This design comes from an exercise in tuning for small area and a short achievable clock period on the open sky130 flow, not from production work.
Function was checked by simulation only, so behaviour that the tests miss may differ from the original.
Power figures rest on the tool's default switching activity, not on a simulated workload.

**flow/run.sh**
```bash
#!/bin/bash
# synth_recipe.tcl (not shown) runs the flow's synth.tcl, then flattens the netlist and writes it again
# the make line also repeats each setting of config.mk as NAME=value (left out here)
make -C /OpenROAD-flow-scripts/flow DESIGN_CONFIG=/design/flow/config.mk WORK_HOME=/design/flow/orfs CLKGATE_MAP_FILE= SYNTH_SCRIPT=/design/flow/synth_recipe.tcl finish
```
**flow/config.mk**
```make
export PLATFORM = sky130hd
export DESIGN_NAME = wallace_mult_24x24
export DESIGN_NICKNAME = wallace_mult_24x24
export VERILOG_FILES = /design/flow/design.v
export SDC_FILE = /design/flow/constraint.sdc
export NUM_CORES = 4
export LEC_CHECK = 0
export CAP_MARGIN = 20
export CORE_MARGIN = 2
export CORE_UTILIZATION = 40
export SLEW_MARGIN = 20
```
**flow/constraint.sdc**
```tcl
create_clock -name core_clock -period 4.0 [get_ports {clk}]
set_input_delay 0.8000 -clock core_clock [delete_from_list [all_inputs] [get_ports {clk}]]
set_output_delay 0.8000 -clock core_clock [all_outputs]
set_load 0.01 [all_outputs]
```
**flow/design.v**
```verilog
package wallace_pkg;
  localparam int OPERAND_W = 24;
  localparam int PRODUCT_W = 2 * OPERAND_W;
  localparam int LO_W      = 8;
  localparam int HI_W      = PRODUCT_W - LO_W;
  localparam int PP_ROWS        = OPERAND_W;
  localparam int MID_ROWS       = 6;   
  localparam int STAGE_A_LEVELS = 4;
  localparam int STAGE_B_LEVELS = 3;   
  typedef logic [OPERAND_W-1:0] operand_t;
  typedef logic [PRODUCT_W-1:0] product_t;   
  typedef logic [HI_W-1:0]      hi_t;
  typedef logic [LO_W-1:0]      lo_t;
  function automatic int rows_after_layer(input int rows);
    int groups;
    int rem_rows;
    groups = rows / 3;
    rem_rows   = rows % 3;
    rows_after_layer = 2 * groups + rem_rows;
  endfunction
  function automatic int rows_after_levels(input int rows, input int levels);
    int n;
    n = rows;
    for (int l = 0; l < levels; l++) begin
      n = rows_after_layer(n);
    end
    rows_after_levels = n;
  endfunction
endpackage
`timescale 1ns/1ns
module csa_layer #(
  parameter int IN_ROWS = wallace_pkg::PP_ROWS
) (
  input  logic [IN_ROWS*wallace_pkg::PRODUCT_W-1:0]                               rows_in,
  output logic [wallace_pkg::rows_after_layer(IN_ROWS)*wallace_pkg::PRODUCT_W-1:0] rows_out
);
  localparam int GROUPS   = IN_ROWS / 3;
  localparam int LEFTOVER = IN_ROWS % 3;
  genvar g;
  genvar k;
  generate
    for (g = 0; g < GROUPS; g++) begin : grp
      wallace_pkg::product_t r0;
      wallace_pkg::product_t r1;
      wallace_pkg::product_t r2;
      wallace_pkg::product_t maj;
      assign r0 = rows_in[(3*g)*wallace_pkg::PRODUCT_W +: wallace_pkg::PRODUCT_W];
      assign r1 = rows_in[(3*g+1)*wallace_pkg::PRODUCT_W +: wallace_pkg::PRODUCT_W];
      assign r2 = rows_in[(3*g+2)*wallace_pkg::PRODUCT_W +: wallace_pkg::PRODUCT_W];
      assign maj = (r0 & r1) | (r0 & r2) | (r1 & r2);
      assign rows_out[(2*g)*wallace_pkg::PRODUCT_W +: wallace_pkg::PRODUCT_W]   = r0 ^ r1 ^ r2;   
      assign rows_out[(2*g+1)*wallace_pkg::PRODUCT_W +: wallace_pkg::PRODUCT_W] = maj << 1;       
    end
    for (k = 0; k < LEFTOVER; k++) begin : pass
      assign rows_out[(2*GROUPS+k)*wallace_pkg::PRODUCT_W +: wallace_pkg::PRODUCT_W] = rows_in[(3*GROUPS+k)*wallace_pkg::PRODUCT_W +: wallace_pkg::PRODUCT_W];
    end
  endgenerate
endmodule
`timescale 1ns/1ns
module partial_product_stage (
  input  logic                                              clk,
  input  logic                                              rst,
  input  logic                                              in_valid,
  input  wallace_pkg::operand_t                             a,
  input  wallace_pkg::operand_t                             b,
  output logic [wallace_pkg::PP_ROWS*wallace_pkg::PRODUCT_W-1:0] pp_rows,
  output logic                                              pp_valid
);
  wallace_pkg::operand_t a_q;
  wallace_pkg::operand_t b_q;
  logic     valid_q;
  always_ff @(posedge clk) begin
    a_q <= a;
    b_q <= b;
  end
  always_ff @(posedge clk) begin
    if (rst) begin
      valid_q <= 1'b0;
    end else begin
      valid_q <= in_valid;
    end
  end
  genvar i;
  generate
    for (i = 0; i < wallace_pkg::PP_ROWS; i++) begin : row
      assign pp_rows[i*wallace_pkg::PRODUCT_W +: wallace_pkg::PRODUCT_W] = wallace_pkg::product_t'(a_q & {wallace_pkg::OPERAND_W{b_q[i]}}) << i;   
    end
  endgenerate
  assign pp_valid = valid_q;
endmodule
`timescale 1ns/1ns
module reduction_stage #(
  parameter int IN_ROWS = wallace_pkg::PP_ROWS,
  parameter int LEVELS  = wallace_pkg::STAGE_A_LEVELS
) (
  input  logic                                                                          clk,
  input  logic                                                                          rst,
  input  logic [IN_ROWS*wallace_pkg::PRODUCT_W-1:0]                                     rows_in,
  input  logic                                                                          in_valid,
  output logic [wallace_pkg::rows_after_levels(IN_ROWS, LEVELS)*wallace_pkg::PRODUCT_W-1:0] rows_out,
  output logic                                                                          out_valid
);
  localparam int OUT_ROWS = wallace_pkg::rows_after_levels(IN_ROWS, LEVELS);
  genvar l;
  generate
    for (l = 0; l < LEVELS; l++) begin : level
      localparam int N_IN  = wallace_pkg::rows_after_levels(IN_ROWS, l);
      localparam int N_OUT = wallace_pkg::rows_after_layer(N_IN);
      logic [N_OUT*wallace_pkg::PRODUCT_W-1:0] lvl_out;
      if (l == 0) begin : first
        csa_layer #(
          .IN_ROWS (N_IN)
        ) u_layer (
          .rows_in  (rows_in),
          .rows_out (lvl_out)
        );
      end else begin : next
        csa_layer #(
          .IN_ROWS (N_IN)
        ) u_layer (
          .rows_in  (level[l-1].lvl_out),
          .rows_out (lvl_out)
        );
      end
    end
  endgenerate
  logic [OUT_ROWS*wallace_pkg::PRODUCT_W-1:0] rows_q;
  logic                          valid_q;
  always_ff @(posedge clk) begin
    rows_q <= level[LEVELS-1].lvl_out;   
  end
  always_ff @(posedge clk) begin
    if (rst) begin
      valid_q <= 1'b0;
    end else begin
      valid_q <= in_valid;
    end
  end
  assign rows_out  = rows_q;
  assign out_valid = valid_q;
endmodule
`timescale 1ns/1ns
module low_byte_resolver (
  input  logic                  clk,
  input  logic                  rst,
  input  logic [2*wallace_pkg::PRODUCT_W-1:0] rows_in,
  input  logic                  in_valid,
  output wallace_pkg::hi_t      x,
  output wallace_pkg::hi_t      y,
  output wallace_pkg::lo_t      z,
  output logic                  out_valid
);
  logic [wallace_pkg::LO_W:0] lo_sum;   
  wallace_pkg::hi_t           h0;
  wallace_pkg::hi_t           h1;
  wallace_pkg::hi_t           h2;
  wallace_pkg::hi_t           x_next;
  wallace_pkg::hi_t           y_next;
  assign lo_sum = {1'b0, rows_in[wallace_pkg::LO_W-1:0]} + {1'b0, rows_in[wallace_pkg::PRODUCT_W +: wallace_pkg::LO_W]};
  assign h0 = rows_in[wallace_pkg::PRODUCT_W-1:wallace_pkg::LO_W];
  assign h1 = rows_in[2*wallace_pkg::PRODUCT_W-1:wallace_pkg::PRODUCT_W+wallace_pkg::LO_W];
  assign h2 = wallace_pkg::hi_t'(lo_sum[wallace_pkg::LO_W]);
  assign x_next = h0 ^ h1 ^ h2;
  assign y_next = ((h0 & h1) | (h0 & h2) | (h1 & h2)) << 1;   
  always_ff @(posedge clk) begin
    x <= x_next;
    y <= y_next;
    z <= lo_sum[wallace_pkg::LO_W-1:0];
  end
  always_ff @(posedge clk) begin
    if (rst) begin
      out_valid <= 1'b0;
    end else begin
      out_valid <= in_valid;
    end
  end
endmodule
`timescale 1ns/1ns
module wallace_mult_24x24 (
  input  logic                  clk,
  input  logic                  rst,
  input  logic                  in_valid,
  input  wallace_pkg::operand_t a,
  input  wallace_pkg::operand_t b,
  output logic                  out_valid,
  output wallace_pkg::hi_t      x,   
  output wallace_pkg::hi_t      y,   
  output wallace_pkg::lo_t      z    
);
  logic [wallace_pkg::PP_ROWS*wallace_pkg::PRODUCT_W-1:0]  pp_rows;
  logic     pp_valid;
  logic [wallace_pkg::MID_ROWS*wallace_pkg::PRODUCT_W-1:0] mid_rows;
  logic     mid_valid;
  logic [2*wallace_pkg::PRODUCT_W-1:0]        last_rows;
  logic     last_valid;
  partial_product_stage pp_stage (
    .clk      (clk),
    .rst      (rst),
    .in_valid (in_valid),
    .a        (a),
    .b        (b),
    .pp_rows  (pp_rows),
    .pp_valid (pp_valid)
  );
  reduction_stage #(
    .IN_ROWS (wallace_pkg::PP_ROWS),
    .LEVELS  (wallace_pkg::STAGE_A_LEVELS)
  ) stage_a (
    .clk       (clk),
    .rst       (rst),
    .rows_in   (pp_rows),
    .in_valid  (pp_valid),
    .rows_out  (mid_rows),
    .out_valid (mid_valid)
  );
  reduction_stage #(
    .IN_ROWS (wallace_pkg::MID_ROWS),
    .LEVELS  (wallace_pkg::STAGE_B_LEVELS)
  ) stage_b (
    .clk       (clk),
    .rst       (rst),
    .rows_in   (mid_rows),
    .in_valid  (mid_valid),
    .rows_out  (last_rows),
    .out_valid (last_valid)
  );
  low_byte_resolver resolver (
    .clk       (clk),
    .rst       (rst),
    .rows_in   (last_rows),
    .in_valid  (last_valid),
    .x         (x),
    .y         (y),
    .z         (z),
    .out_valid (out_valid)
  );
endmodule
```
==> summary.md <==
| Metric | Value |
|---|---|
| Status | complete, no violations |
| Reg2reg start | pp_stage.b_q[2] |
| Reg2reg end | stage_a.rows_q[16] |
| Post-synthesis mux area share | 0% |
| # rows | 91 |
| Post-route setup TNS | 0 ns |
| H-tree depth | 2 |
| Share of layout cells above drive strength 1 | 5.29% |
| Pwr per Cell Area | 623 nW/µm² |
| Largest family of logic cells by synthesized area | adder cells |
| Least-Margin Pin Slew | 1.14 ns |
| Final wirelength | 52.8 mm |
| Finish-stage setup viols | 0 |
| Fraction of the mapped netlist area in simple logic gates | 12.3% |
| Largest net degree at the start of global routing | 25 |
| WP data arrival | 3.93 ns |
| Routed Antenna Nets | 0 |
| Antenna violations before repair | 1 |
| Slew Viols, Final | 0 |
| Yosys reg bits | 407 |
| GRT Overall Usage | 17.8% |
| Adder-Cell Fraction of Synth Area | 46.5% |
| IO Pins | 140 |
| Crit start category | flop |
| Final hold violations | 0 |
| Hold Path Depth | 0 |
| CTS tree | yes |
| Clock Sinks | 407 |
| DRC | 0 |
| DR iter-0 viols | 672 |
| Die W | 253 µm |
| Vias in the first global route | 16736 |
| Area growth, synth to finish | 15.2% |
| Synth Area in Compound Gates | 0% |
| Worst Path Required | 4.43 ns |
| Worst r2r path cells | 6 |
| Most frequent cells in the layout | fa_1, dfxtp_1, inv_1 |
| HP Class | reg -> reg |
| XOR/XNOR Fraction of Synth Area | 0.0353% |
| Area of the die | 64000 µm² |
| Max FO, Critical Path | 24 |
| Chip height | 253 µm |
| Cts repair resizes | 0 |
| CTS clock-pin slew for the worst setup and hold paths | 0.06 ns |
| Cells after synthesis | 2099 |
| RSZ-0062 raised after global routing | no |
| CTS Buf Count | 48 |
| Initial Utilization | 40.3% |
| Cell Area, Synth | 24800 µm² |
| Hold buffer count at CTS | 0 |
| Final period util | 87.6% |
| Synth unique cells | 12 |
| Period minus WS final | 3.51 ns |
| Area contributors post-synth | fa_1, dfxtp_1, and2_1 |
| Synthesized net count | 2779 |
| I/O Buffers | 138 |
| Clock Latency Late Sink | 0.59 ns |
| Nets | 2910 |
| Sequential area share after synthesis | 32.9% |
| Ys Warns | 4 |
| Endpoint class of the critical path | flop |
| Largest area contributor in the synthesized netlist | fa_1 |
| Avg Synthesized Cell Area | 11.8 µm² |
| Hold Path Sink | stage_b.rows_q[3] |
| Core area | 61500 µm² |
| Buffer count from post-CTS setup fixing | 0 |
| Total congestion overflow | 0 |
| Min-delay src | stage_a.rows_q[3] |
| GPL Wtd Cong | 0.861 |
| Critical path class | reg -> reg |
| Max Clk Rate | 285 MHz |
| CTS root buffer | clkbuf_16 |
| Flop2flop setup slack | 0.49 ns |
| Commonest non-fill, non-tap cell in the layout | fa_1 |
| Yosys top cell area share | 39.4% |
| CTS Buffer Depth | 3 |
| Max_cap viols | 0 |
| First-pass GRT wire length | 88.4 mm |
| Clock skew | 0.0323 ns |
| Lkg Pwr | 13.5 nW |
| DP HPWL | 38.6 mm |
| 1st-pass router iterations | 4 |
| Max-Slew Margin vs Limit | 24.0% |
| WL per Instance | 17.3 µm |
| VDD IR max | 0.000340 V |
| Fillers | 5539 |
| Worst hold slack | 0.326 ns |
| Routed vias/inst | 4.64 |
| Final core area utilization | 46.4% |
| Total number of vias | 14188 |
-- synthesized netlist by cell type --
master and number:
ha_1 141, xor2_1 1, fa_1 488, conb_1 1, buf_4 46, nand2_1 234, inv_1 384, clkbuf_2 10
nor2b_1 4, dfxtp_1 407, and2_1 342, buf_2 41
-- worst max-delay path by stage --
stage | to | depth (start not counted) | start | slack [ns]
3_5_place_dp | stage_a.rows_q[29] | 8 | pp_stage.b_q[11] | 0.51
2_1_floorplan | stage_a.rows_q[29] | 9 | pp_stage.a_q[15] | 1.10
4_1_cts | stage_a.rows_q[131] | 9 | pp_stage.a_q[15] | 0.49
3_3_place_gp | stage_a.rows_q[131] | 9 | pp_stage.a_q[15] | 0.52
5_1_grt | stage_a.rows_q[29] | 8 | pp_stage.b_q[11] | 0.29
6_report | stage_a.rows_q[16] | 6 | pp_stage.b_q[2] | 0.49
-- layer usage --
layer  track usage, %  up-vias  wire length (µm)
met2             30.8      418             26700
met3             3.40      120              3070
met4             6.88        0              1960
met1             21.9     7375             21000
met5                0        -                 0
li1                 -     6275                 -
-- per-stage QoR --
| stage | std cells | worst slack, ns | power (mW) | cell area, µm² |
|---|---|---|---|---|
| 6_report | 3058 | 0.495 | 17.8 | 28500 |
| 4_1_cts | 3057 | 0.488 | 18.3 | 28500 |
| 2_1_floorplan | 2099 | 1.10 | 10.5 | 24800 |
| 3_5_place_dp | 2970 | 0.505 | 13.5 | 26800 |
| 3_3_place_gp | 2970 | 0.524 | 13.4 | 26800 |
| 5_1_grt | 3057 | 0.291 | 19.6 | 28500 |
-- state kept, by name, indices dropped and copies added, names as in the netlist --
| register | cells |
|---|---|
| pp_stage.a_q | 24 |
| pp_stage.b_q | 24 |
| pp_stage.valid_q | 1 |
| resolver.out_valid | 1 |
| resolver.x | 40 |
| resolver.y | 39 |
| resolver.z | 8 |
| stage_a.rows_q | 180 |
| stage_a.valid_q | 1 |
| stage_b.rows_q | 88 |
| stage_b.valid_q | 1 |
-- logic make-up after synthesis --
logic type                 count (synthesis)
adders and majority gates                629
buffers and inverters                    481
other                                      1
and+or+nand+nor                          580
xor gates and xnor gates                   1
DFF                                      407
-- where the power goes --
part	internal, mW	switching [mW]
registers	5.59	0.625
logic	3.27	3.68
clock network	2.85	1.76
total	11.7	6.07
-- critical path, stage by stage (launching register included) --
cell and delay, ns:
dfxtp_1 1.07, nand2_1 0.22, fa_1 0.61, fa_1 0.44, fa_1 0.49, inv_1 0.05, fa_1 0.45
-- final cells by class --
| type | count | area [µm²] | area share (%) |
|---|---|---|---|
| Antenna cell | 1 | 2.50 | 0.00877 |
| Clock buffer | 61 | 1310 | 4.59 |
| Clock inverter | 26 | 378 | 1.32 |
| Inverter | 384 | 1440 | 5.05 |
| Multi-Input combinational cell | 1211 | 14600 | 51.1 |
| Sequential cell | 407 | 8150 | 28.6 |
| Tap cell | 790 | 988 | 3.46 |
| Timing Repair Buffer | 178 | 1680 | 5.89 |

==> static timing again, ports no longer ideal <==
Ports are ideal in the flow. The routed layout listed here was re-timed in OpenROAD. Step 1 assumes that a clkbuf_16 drives the clock port and a buf_2 every other input. Step 2, shift: input delay + t, output delay - t, t = (earliest + latest rising clock arrival at the registers) / 2. This alone moves slack from input paths to output paths. Three values: ideal, step 1, step 2; two values: the first two.
t (ns): 0.629
setup WS [ns]: 0.495 / 0.495 / 0.495
cell pins on the clock port's net: 1
After both steps setup and hold are still met in this run. The setup slack of this run moves by 0.000 ns with the drivers and by 0.000 ns with both steps.
